From an optimization exercise on the open Yosys and OpenROAD flow, aimed at small area, a short achievable clock period and few clock cycles per item; shortcuts taken in it are not production practice.
Where RTL was checked, it was by simulation tests only, not by an equivalence proof against the original.
Power is estimated from default activity; no workload was simulated.

==> flow/design.v <==
package lrb_pkg;
    localparam int unsigned TIME_W = 32;
    localparam int unsigned MS_W = 31;
    localparam int unsigned CFG_IDX_W = 2;
    localparam logic [2:0] MODE_TICK = 3'd0;
    localparam logic [2:0] MODE_LINK_UP = 3'd1;
    localparam logic [2:0] MODE_LINK_DOWN = 3'd2;
    localparam logic [2:0] MODE_RECONNECT = 3'd3;
    localparam logic [2:0] MODE_START_FAILED = 3'd4;
    localparam logic [CFG_IDX_W-1:0] CFG_INITIAL_RETRY = 2'd0;
    localparam logic [CFG_IDX_W-1:0] CFG_MAX_RETRY = 2'd1;
    localparam logic [CFG_IDX_W-1:0] CFG_ATTEMPT_TIMEOUT = 2'd2;
    localparam logic [CFG_IDX_W-1:0] CFG_SETTLE = 2'd3;
    typedef struct packed {
        logic [2:0]        mode;
        logic [TIME_W-1:0] now_ms;
        logic              link_up;
        logic              have_credentials;
        logic              scan_busy;
    } lrb_item_t;
    typedef struct packed {
        logic [MS_W-1:0] initial_retry_ms;
        logic [MS_W-1:0] max_retry_ms;
        logic [MS_W-1:0] attempt_timeout_ms;
        logic [MS_W-1:0] settle_ms;
    } lrb_cfg_t;
endpackage
module lrb_cfg_regs (
    input  logic                          clk,
    input  logic                          rst_n,
    input  logic                          wr_en,
    input  logic [lrb_pkg::CFG_IDX_W-1:0] wr_index,
    input  logic [lrb_pkg::MS_W-1:0]      wr_data,
    output lrb_pkg::lrb_cfg_t             cfg
);
    lrb_pkg::lrb_cfg_t cfg_reg;
    always_ff @(posedge clk or negedge rst_n)
    begin
        if (!rst_n)
        begin
            cfg_reg.initial_retry_ms <= lrb_pkg::MS_W'(1000);
            cfg_reg.max_retry_ms <= lrb_pkg::MS_W'(60000);
            cfg_reg.attempt_timeout_ms <= lrb_pkg::MS_W'(15000);
            cfg_reg.settle_ms <= lrb_pkg::MS_W'(500);
        end
        else if (wr_en)
        begin
            case (wr_index)
                lrb_pkg::CFG_INITIAL_RETRY: cfg_reg.initial_retry_ms <= wr_data;
                lrb_pkg::CFG_MAX_RETRY: cfg_reg.max_retry_ms <= wr_data;
                lrb_pkg::CFG_ATTEMPT_TIMEOUT: cfg_reg.attempt_timeout_ms <= wr_data;
                lrb_pkg::CFG_SETTLE: cfg_reg.settle_ms <= wr_data;
                default: cfg_reg <= cfg_reg;
            endcase
        end
    end
    assign cfg = cfg_reg;
endmodule
module lrb_step (
    input  logic [2:0]  mode,
    input  logic [31:0] now,
    input  logic        link_up,
    input  logic        have_credentials,
    input  logic        scan_busy,
    input  logic        rr,
    input  logic        att,
    input  logic        rp,
    input  logic        wu,
    input  logic        ntv,
    input  logic [30:0] bo,
    input  logic [31:0] tm,
    input  logic [31:0] ep,
    input  lrb_pkg::lrb_cfg_t cfg,
    input  logic        settle_zero,
    output logic        rr_n,
    output logic        att_n,
    output logic        rp_n,
    output logic        wu_n,
    output logic        ntv_n,
    output logic [30:0] bo_n,
    output logic [31:0] tm_n,
    output logic [31:0] ep_n,
    output logic        conn,
    output logic        disc,
    output logic        nup,
    output logic        ndown
);
    logic        m_tick, m_up, m_down, m_recon, m_fail;
    logic [31:0] add_a;
    logic [30:0] add_b;
    logic [31:0] sum;
    logic [31:0] diff;
    logic        reached;
    logic        timed_out;
    logic [31:0] dbl;
    logic [30:0] bo_sched;
    logic        active;
    assign m_tick  = (mode == lrb_pkg::MODE_TICK);
    assign m_up    = (mode == lrb_pkg::MODE_LINK_UP);
    assign m_down  = (mode == lrb_pkg::MODE_LINK_DOWN);
    assign m_recon = (mode == lrb_pkg::MODE_RECONNECT);
    assign m_fail  = (mode == lrb_pkg::MODE_START_FAILED);
    assign active = att || link_up;
    assign add_a = m_fail ? tm : now;
    assign add_b = (m_tick && rr) ? (active ? cfg.settle_ms : 31'd0) : bo;
    assign sum   = add_a + {1'b0, add_b};
    assign diff      = now - tm;
    assign reached   = !diff[31];
    assign timed_out = (diff >= {1'b0, cfg.attempt_timeout_ms});
    assign dbl      = {bo, 1'b0};
    assign bo_sched = (dbl < {1'b0, cfg.max_retry_ms}) ? dbl[30:0] : cfg.max_retry_ms;
    always_comb
    begin
        rr_n = rr;
        att_n = att;
        rp_n = rp;
        wu_n = wu;
        ntv_n = ntv;
        bo_n = bo;
        tm_n = tm;
        ep_n = ep;
        conn = 1'b0;
        disc = 1'b0;
        nup = 1'b0;
        ndown = 1'b0;
        if (m_tick)
        begin
            rr_n = 1'b0;
            if (rr)
            begin
                att_n = 1'b0;
                rp_n = 1'b1;
                bo_n = cfg.initial_retry_ms;
                ntv_n = 1'b0;
                disc = active;
                tm_n = sum;
            end
            if (!have_credentials)
            begin
                att_n = 1'b0;
                rp_n = 1'b0;
                ntv_n = 1'b0;
            end
            else if (link_up)
            begin
            end
            else if (rr || rp)
            begin
                if (!scan_busy && (rr ? (!att || settle_zero) : reached))
                begin
                    rp_n = 1'b0;
                    att_n = 1'b1;
                    tm_n = now;
                    ntv_n = 1'b0;
                    conn = 1'b1;
                end
            end
            else if (att)
            begin
                if (timed_out)
                begin
                    disc = 1'b1;
                    att_n = 1'b0;
                    tm_n = sum;
                    ntv_n = 1'b1;
                    bo_n = bo_sched;
                end
            end
            else if (!ntv || reached)
            begin
                att_n = 1'b1;
                tm_n = now;
                ntv_n = 1'b0;
                conn = 1'b1;
            end
        end
        else if (m_up)
        begin
            ep_n = ep + 32'd1;
            att_n = 1'b0;
            rp_n = 1'b0;
            ntv_n = 1'b0;
            bo_n = cfg.initial_retry_ms;
            nup = !wu;
            wu_n = 1'b1;
        end
        else if (m_down)
        begin
            ep_n = ep + 32'd1;
            att_n = 1'b0;
            ndown = wu;
            wu_n = 1'b0;
            if (have_credentials && !rp && !(ntv && !reached))
            begin
                tm_n = sum;
                ntv_n = 1'b1;
                bo_n = bo_sched;
            end
        end
        else if (m_recon)
        begin
            rr_n = 1'b1;
        end
        else if (m_fail)
        begin
            if (att)
            begin
                att_n = 1'b0;
                tm_n = sum;
                ntv_n = 1'b1;
                bo_n = bo_sched;
            end
        end
    end
endmodule
module link_reconnect_backoff_controller (
    input  logic                          clk,
    input  logic                          rst_n,
    input  logic                          cfg_wr_en,
    input  logic [lrb_pkg::CFG_IDX_W-1:0] cfg_index,
    input  logic [lrb_pkg::MS_W-1:0]      cfg_wr_data,
    input  logic                          items_valid,
    output logic                          items_ready,
    input  logic [2:0]                    items_mode,
    input  logic [lrb_pkg::TIME_W-1:0]    items_now_ms,
    input  logic                          items_link_up,
    input  logic                          items_have_credentials,
    input  logic                          items_scan_busy,
    output logic                          results_valid,
    input  logic                          results_ready,
    output logic                          results_cmd_connect,
    output logic                          results_cmd_disconnect,
    output logic                          results_notify_up,
    output logic                          results_notify_down,
    output logic                          results_attempt_active,
    output logic [lrb_pkg::TIME_W-1:0]    results_event_epoch,
    output logic [lrb_pkg::MS_W-1:0]      results_current_backoff_ms
);
    lrb_pkg::lrb_cfg_t  cfg;
    logic        out_valid_reg;
    logic        advance;
    logic        settle_zero;
    logic        rr_reg, att_reg, rp_reg, wu_reg, ntv_reg;
    logic [30:0] bo_reg;
    logic [31:0] tm_reg;
    logic [31:0] ep_reg;
    logic        rr_n, att_n, rp_n, wu_n, ntv_n;
    logic [30:0] bo_n;
    logic [31:0] tm_n;
    logic [31:0] ep_n;
    logic        conn, disc, nup, ndown;
    logic [3:0]  cmd_reg;
    lrb_cfg_regs u_cfg (
        .clk      (clk),
        .rst_n    (rst_n),
        .wr_en    (cfg_wr_en),
        .wr_index (cfg_index),
        .wr_data  (cfg_wr_data),
        .cfg      (cfg)
    );
    assign settle_zero = (cfg.settle_ms == '0);
    lrb_step u_step (
        .mode             (items_mode),
        .now              (items_now_ms),
        .link_up          (items_link_up),
        .have_credentials (items_have_credentials),
        .scan_busy        (items_scan_busy),
        .rr               (rr_reg),
        .att              (att_reg),
        .rp               (rp_reg),
        .wu               (wu_reg),
        .ntv              (ntv_reg),
        .bo               (bo_reg),
        .tm               (tm_reg),
        .ep               (ep_reg),
        .cfg              (cfg),
        .settle_zero      (settle_zero),
        .rr_n             (rr_n),
        .att_n            (att_n),
        .rp_n             (rp_n),
        .wu_n             (wu_n),
        .ntv_n            (ntv_n),
        .bo_n             (bo_n),
        .tm_n             (tm_n),
        .ep_n             (ep_n),
        .conn             (conn),
        .disc             (disc),
        .nup              (nup),
        .ndown            (ndown)
    );
    assign items_ready = !out_valid_reg || results_ready;
    assign advance = items_valid && items_ready;
    always_ff @(posedge clk)
    begin
        if (advance)
        begin
            cmd_reg <= {conn, disc, nup, ndown};
            tm_reg <= tm_n;
        end
    end
    always_ff @(posedge clk or negedge rst_n)
    begin
        if (!rst_n)
        begin
            out_valid_reg <= 1'b0;
            rr_reg <= 1'b1;
            att_reg <= 1'b0;
            rp_reg <= 1'b0;
            wu_reg <= 1'b0;
            ntv_reg <= 1'b0;
            bo_reg <= '0;
            ep_reg <= '0;
        end
        else
        begin
            if (advance)
            begin
                out_valid_reg <= 1'b1;
                rr_reg <= rr_n;
                att_reg <= att_n;
                rp_reg <= rp_n;
                wu_reg <= wu_n;
                ntv_reg <= ntv_n;
                bo_reg <= bo_n;
                ep_reg <= ep_n;
            end
            else if (results_ready)
            begin
                out_valid_reg <= 1'b0;
            end
        end
    end
    assign results_valid = out_valid_reg;
    assign results_cmd_connect = cmd_reg[3];
    assign results_cmd_disconnect = cmd_reg[2];
    assign results_notify_up = cmd_reg[1];
    assign results_notify_down = cmd_reg[0];
    assign results_attempt_active = att_reg;
    assign results_event_epoch = ep_reg;
    assign results_current_backoff_ms = bo_reg;
endmodule
clock: 7.5 ns
lec_check: 0
cap_margin: 20
core_margin: 2
core_utilization: 40
slew_margin: 20
run.sh (not shown) runs the stock make flow with config.mk's settings and CLKGATE_MAP_FILE= SYNTH_SCRIPT=/design/flow/synth_recipe.tcl, a recipe that flattens the netlist after the stock synthesis.
Testbench counts at the start, summed over its fixed seeds: cycles 12,008, items 12,000.
Then changed:
--- a/flow/design.v
+++ b/flow/design.v
@@ -238,4 +238,6 @@
 );
     lrb_pkg::lrb_cfg_t  cfg;
+    lrb_pkg::lrb_item_t s1_item_reg;
+    logic        s1_valid_reg;
     logic        out_valid_reg;
     logic        advance;
@@ -261,9 +263,9 @@
     assign settle_zero = (cfg.settle_ms == '0);
     lrb_step u_step (
-        .mode             (items_mode),
-        .now              (items_now_ms),
-        .link_up          (items_link_up),
-        .have_credentials (items_have_credentials),
-        .scan_busy        (items_scan_busy),
+        .mode             (s1_item_reg.mode),
+        .now              (s1_item_reg.now_ms),
+        .link_up          (s1_item_reg.link_up),
+        .have_credentials (s1_item_reg.have_credentials),
+        .scan_busy        (s1_item_reg.scan_busy),
         .rr               (rr_reg),
         .att              (att_reg),
@@ -289,8 +291,16 @@
         .ndown            (ndown)
     );
-    assign items_ready = !out_valid_reg || results_ready;
-    assign advance = items_valid && items_ready;
+    assign advance = s1_valid_reg && (!out_valid_reg || results_ready);
+    assign items_ready = !s1_valid_reg || advance;
     always_ff @(posedge clk)
     begin
+        if (items_valid && items_ready)
+        begin
+            s1_item_reg.mode <= items_mode;
+            s1_item_reg.now_ms <= items_now_ms;
+            s1_item_reg.link_up <= items_link_up;
+            s1_item_reg.have_credentials <= items_have_credentials;
+            s1_item_reg.scan_busy <= items_scan_busy;
+        end
         if (advance)
         begin
@@ -303,4 +313,5 @@
         if (!rst_n)
         begin
+            s1_valid_reg <= 1'b0;
             out_valid_reg <= 1'b0;
             rr_reg <= 1'b1;
@@ -314,4 +325,8 @@
         else
         begin
+            if (items_ready)
+            begin
+                s1_valid_reg <= items_valid;
+            end
             if (advance)
             begin
Result: The changed run completed without violations; routed wire length rises by about 6%; first-iteration DRC count rises by 1.7%; worst setup slack improved by 160 ps; sequential share of layout area rises by 3.1 points; die area rises by about 9%; global-route usage falls by 1.2 points; area after synthesis rises by about 9%.
Testbench counts after the change, summed over its fixed seeds: cycles 12,016, items 12,000.

========
== the reference run ==
Another version of the RTL of link_reconnect_backoff_controller (not shown whole).
Size: ~1700 cells after synthesis, ~230 flip-flops, roughly 150 I/O pins.
==> module link_reconnect_backoff_controller, before the edit <==
module link_reconnect_backoff_controller (
    input  logic                          clk,
    input  logic                          rst_n,
    input  logic                          cfg_wr_en,
    input  logic [lrb_pkg::CFG_IDX_W-1:0] cfg_index,
    input  logic [lrb_pkg::MS_W-1:0]      cfg_wr_data,
    input  logic                          items_valid,
    output logic                          items_ready,
    input  logic [2:0]                    items_mode,
    input  logic [lrb_pkg::TIME_W-1:0]    items_now_ms,
    input  logic                          items_link_up,
    input  logic                          items_have_credentials,
    input  logic                          items_scan_busy,
    output logic                          results_valid,
    input  logic                          results_ready,
    output logic                          results_cmd_connect,
    output logic                          results_cmd_disconnect,
    output logic                          results_notify_up,
    output logic                          results_notify_down,
    output logic                          results_attempt_active,
    output logic [lrb_pkg::TIME_W-1:0]    results_event_epoch,
    output logic [lrb_pkg::MS_W-1:0]      results_current_backoff_ms
);
    lrb_pkg::lrb_cfg_t  cfg;
    logic        out_valid_reg;
    logic        advance;
    logic        settle_zero;
    logic        rr_reg, att_reg, rp_reg, wu_reg, ntv_reg;
    logic [30:0] bo_reg;
    logic [31:0] tm_reg;
    logic [31:0] ep_reg;
    logic        rr_n, att_n, rp_n, wu_n, ntv_n;
    logic [30:0] bo_n;
    logic [31:0] tm_n;
    logic [31:0] ep_n;
    logic        conn, disc, nup, ndown;
    logic [3:0]  cmd_reg;
    lrb_cfg_regs u_cfg (
        .clk      (clk),
        .rst_n    (rst_n),
        .wr_en    (cfg_wr_en),
        .wr_index (cfg_index),
        .wr_data  (cfg_wr_data),
        .cfg      (cfg)
    );
    assign settle_zero = (cfg.settle_ms == '0);
    lrb_step u_step (
        .mode             (items_mode),
        .now              (items_now_ms),
        .link_up          (items_link_up),
        .have_credentials (items_have_credentials),
        .scan_busy        (items_scan_busy),
        .rr               (rr_reg),
        .att              (att_reg),
        .rp               (rp_reg),
        .wu               (wu_reg),
        .ntv              (ntv_reg),
        .bo               (bo_reg),
        .tm               (tm_reg),
        .ep               (ep_reg),
        .cfg              (cfg),
        .settle_zero      (settle_zero),
        .rr_n             (rr_n),
        .att_n            (att_n),
        .rp_n             (rp_n),
        .wu_n             (wu_n),
        .ntv_n            (ntv_n),
        .bo_n             (bo_n),
        .tm_n             (tm_n),
        .ep_n             (ep_n),
        .conn             (conn),
        .disc             (disc),
        .nup              (nup),
        .ndown            (ndown)
    );
    assign items_ready = !out_valid_reg || results_ready;
    assign advance = items_valid && items_ready;
    always_ff @(posedge clk)
    begin
        if (advance)
        begin
            cmd_reg <= {conn, disc, nup, ndown};
            tm_reg <= tm_n;
        end
    end
    always_ff @(posedge clk or negedge rst_n)
    begin
        if (!rst_n)
        begin
            out_valid_reg <= 1'b0;
            rr_reg <= 1'b1;
            att_reg <= 1'b0;
            rp_reg <= 1'b0;
            wu_reg <= 1'b0;
            ntv_reg <= 1'b0;
            bo_reg <= '0;
            ep_reg <= '0;
        end
        else
        begin
            if (advance)
            begin
                out_valid_reg <= 1'b1;
                rr_reg <= rr_n;
                att_reg <= att_n;
                rp_reg <= rp_n;
                wu_reg <= wu_n;
                ntv_reg <= ntv_n;
                bo_reg <= bo_n;
                ep_reg <= ep_n;
            end
            else if (results_ready)
            begin
                out_valid_reg <= 1'b0;
            end
        end
    end
    assign results_valid = out_valid_reg;
    assign results_cmd_connect = cmd_reg[3];
    assign results_cmd_disconnect = cmd_reg[2];
    assign results_notify_up = cmd_reg[1];
    assign results_notify_down = cmd_reg[0];
    assign results_attempt_active = att_reg;
    assign results_event_epoch = ep_reg;
    assign results_current_backoff_ms = bo_reg;
endmodule
make LEC_CHECK=0 CAP_MARGIN=20 CORE_MARGIN=2 CORE_UTILIZATION=40 SETUP_SLACK_MARGIN=5 SLEW_MARGIN=20 finish   # period 7.5 ns
diff inputs: the reference run => the trial run
diff --git a/flow/design.v b/flow/design.v
--- a/flow/design.v
+++ b/flow/design.v
@@ -243,12 +243,14 @@
     output logic                          results_notify_down,
     output logic                          results_attempt_active,
     output logic [lrb_pkg::TIME_W-1:0]    results_event_epoch,
     output logic [lrb_pkg::MS_W-1:0]      results_current_backoff_ms
 );
     lrb_pkg::lrb_cfg_t  cfg;
+    lrb_pkg::lrb_item_t s1_item_reg;
+    logic        s1_valid_reg;
     logic        out_valid_reg;
     logic        advance;
     logic        settle_zero;
     logic        rr_reg, att_reg, rp_reg, wu_reg, ntv_reg;
     logic [30:0] bo_reg;
     logic [31:0] tm_reg;
@@ -266,17 +268,17 @@
         .wr_index (cfg_index),
         .wr_data  (cfg_wr_data),
         .cfg      (cfg)
     );
     assign settle_zero = (cfg.settle_ms == '0);
     lrb_step u_step (
-        .mode             (items_mode),
-        .now              (items_now_ms),
-        .link_up          (items_link_up),
-        .have_credentials (items_have_credentials),
-        .scan_busy        (items_scan_busy),
+        .mode             (s1_item_reg.mode),
+        .now              (s1_item_reg.now_ms),
+        .link_up          (s1_item_reg.link_up),
+        .have_credentials (s1_item_reg.have_credentials),
+        .scan_busy        (s1_item_reg.scan_busy),
         .rr               (rr_reg),
         .att              (att_reg),
         .rp               (rp_reg),
         .wu               (wu_reg),
         .ntv              (ntv_reg),
         .bo               (bo_reg),
@@ -294,37 +296,50 @@
         .ep_n             (ep_n),
         .conn             (conn),
         .disc             (disc),
         .nup              (nup),
         .ndown            (ndown)
     );
-    assign items_ready = !out_valid_reg || results_ready;
-    assign advance = items_valid && items_ready;
+    assign advance = s1_valid_reg && (!out_valid_reg || results_ready);
+    assign items_ready = !s1_valid_reg || advance;
     always_ff @(posedge clk)
     begin
+        if (items_valid && items_ready)
+        begin
+            s1_item_reg.mode <= items_mode;
+            s1_item_reg.now_ms <= items_now_ms;
+            s1_item_reg.link_up <= items_link_up;
+            s1_item_reg.have_credentials <= items_have_credentials;
+            s1_item_reg.scan_busy <= items_scan_busy;
+        end
         if (advance)
         begin
             cmd_reg <= {conn, disc, nup, ndown};
             tm_reg <= tm_n;
         end
     end
     always_ff @(posedge clk or negedge rst_n)
     begin
         if (!rst_n)
         begin
+            s1_valid_reg <= 1'b0;
             out_valid_reg <= 1'b0;
             rr_reg <= 1'b1;
             att_reg <= 1'b0;
             rp_reg <= 1'b0;
             wu_reg <= 1'b0;
             ntv_reg <= 1'b0;
             bo_reg <= '0;
             ep_reg <= '0;
         end
         else
         begin
+            if (items_ready)
+            begin
+                s1_valid_reg <= items_valid;
+            end
             if (advance)
             begin
                 out_valid_reg <= 1'b1;
                 rr_reg <= rr_n;
                 att_reg <= att_n;
                 rp_reg <= rp_n;
## What came out
[the trial run] portion of the layout cell area used by non-clock buffers fell 0.59 points relative to the reference run. Design internal power up 0.90 mW in the trial run wrt the reference run. Taking the reference run over the trial run, the largest voltage drop on the vdd net ratio works out to 1.3. Going from the reference run to the trial run, the part of the Yosys area used for sequential elements was found to have gone up by 2.5 points. Worst slack at placement, the trial run and the reference run: lower on the reference run. Against the reference run, smallest setup slack after layout in the trial run came out better. Going from the reference run to the trial run, the multi-input logic portion of the cell area was found to have gone down by 2.0 points.
No run of this note included a check of the RTL's function; only the layout flow was run.

## re-timing with driven ports
No port has a modelled driver above. Below, the same layouts with a new extraction and two added sets of constraints. Step 1 sets driving cells, clkbuf_16 on the clock port and buf_2 on the other inputs (assumed; they add their load-dependent delay and slew). Step 2 moves the port delays by t, midway between the first and last clock arrival at a register: inputs arrive t later, outputs are due t later. That takes back most of the time a late clock gives input paths. a / b / c = ideal / step 1 / step 2; a / b = the first two.
| run | t (ns) | slack for setup (ns) | hold WS [ns] | worst register clock-pin slew, ns |
|---|---|---|---|---|
| the first run of note 1 | 0.626 | 0.551 / 0.587 / -0.039 | 0.487 / 0.487 / 0.487 | 0.07 / 0.07 |
| the second run of note 1 | 0.612 | 0.713 / 0.713 / 0.713 | 0.473 / 0.473 / 0.473 | 0.06 / 0.06 |
| the reference run | 0.610 | 2.660 / 2.648 / 2.038 | 0.506 / 0.506 / 0.506 | 0.07 / 0.07 |
| the trial run | 0.604 | 3.089 / 3.089 / 3.089 | 0.499 / 0.499 / 0.499 | 0.06 / 0.06 |
Met with ideal ports but missed after step 2: setup timing in the first run of note 1. The setup slack of the reference run, which loses most, moves by -0.012 ns with the drivers and by -0.622 ns with both steps.
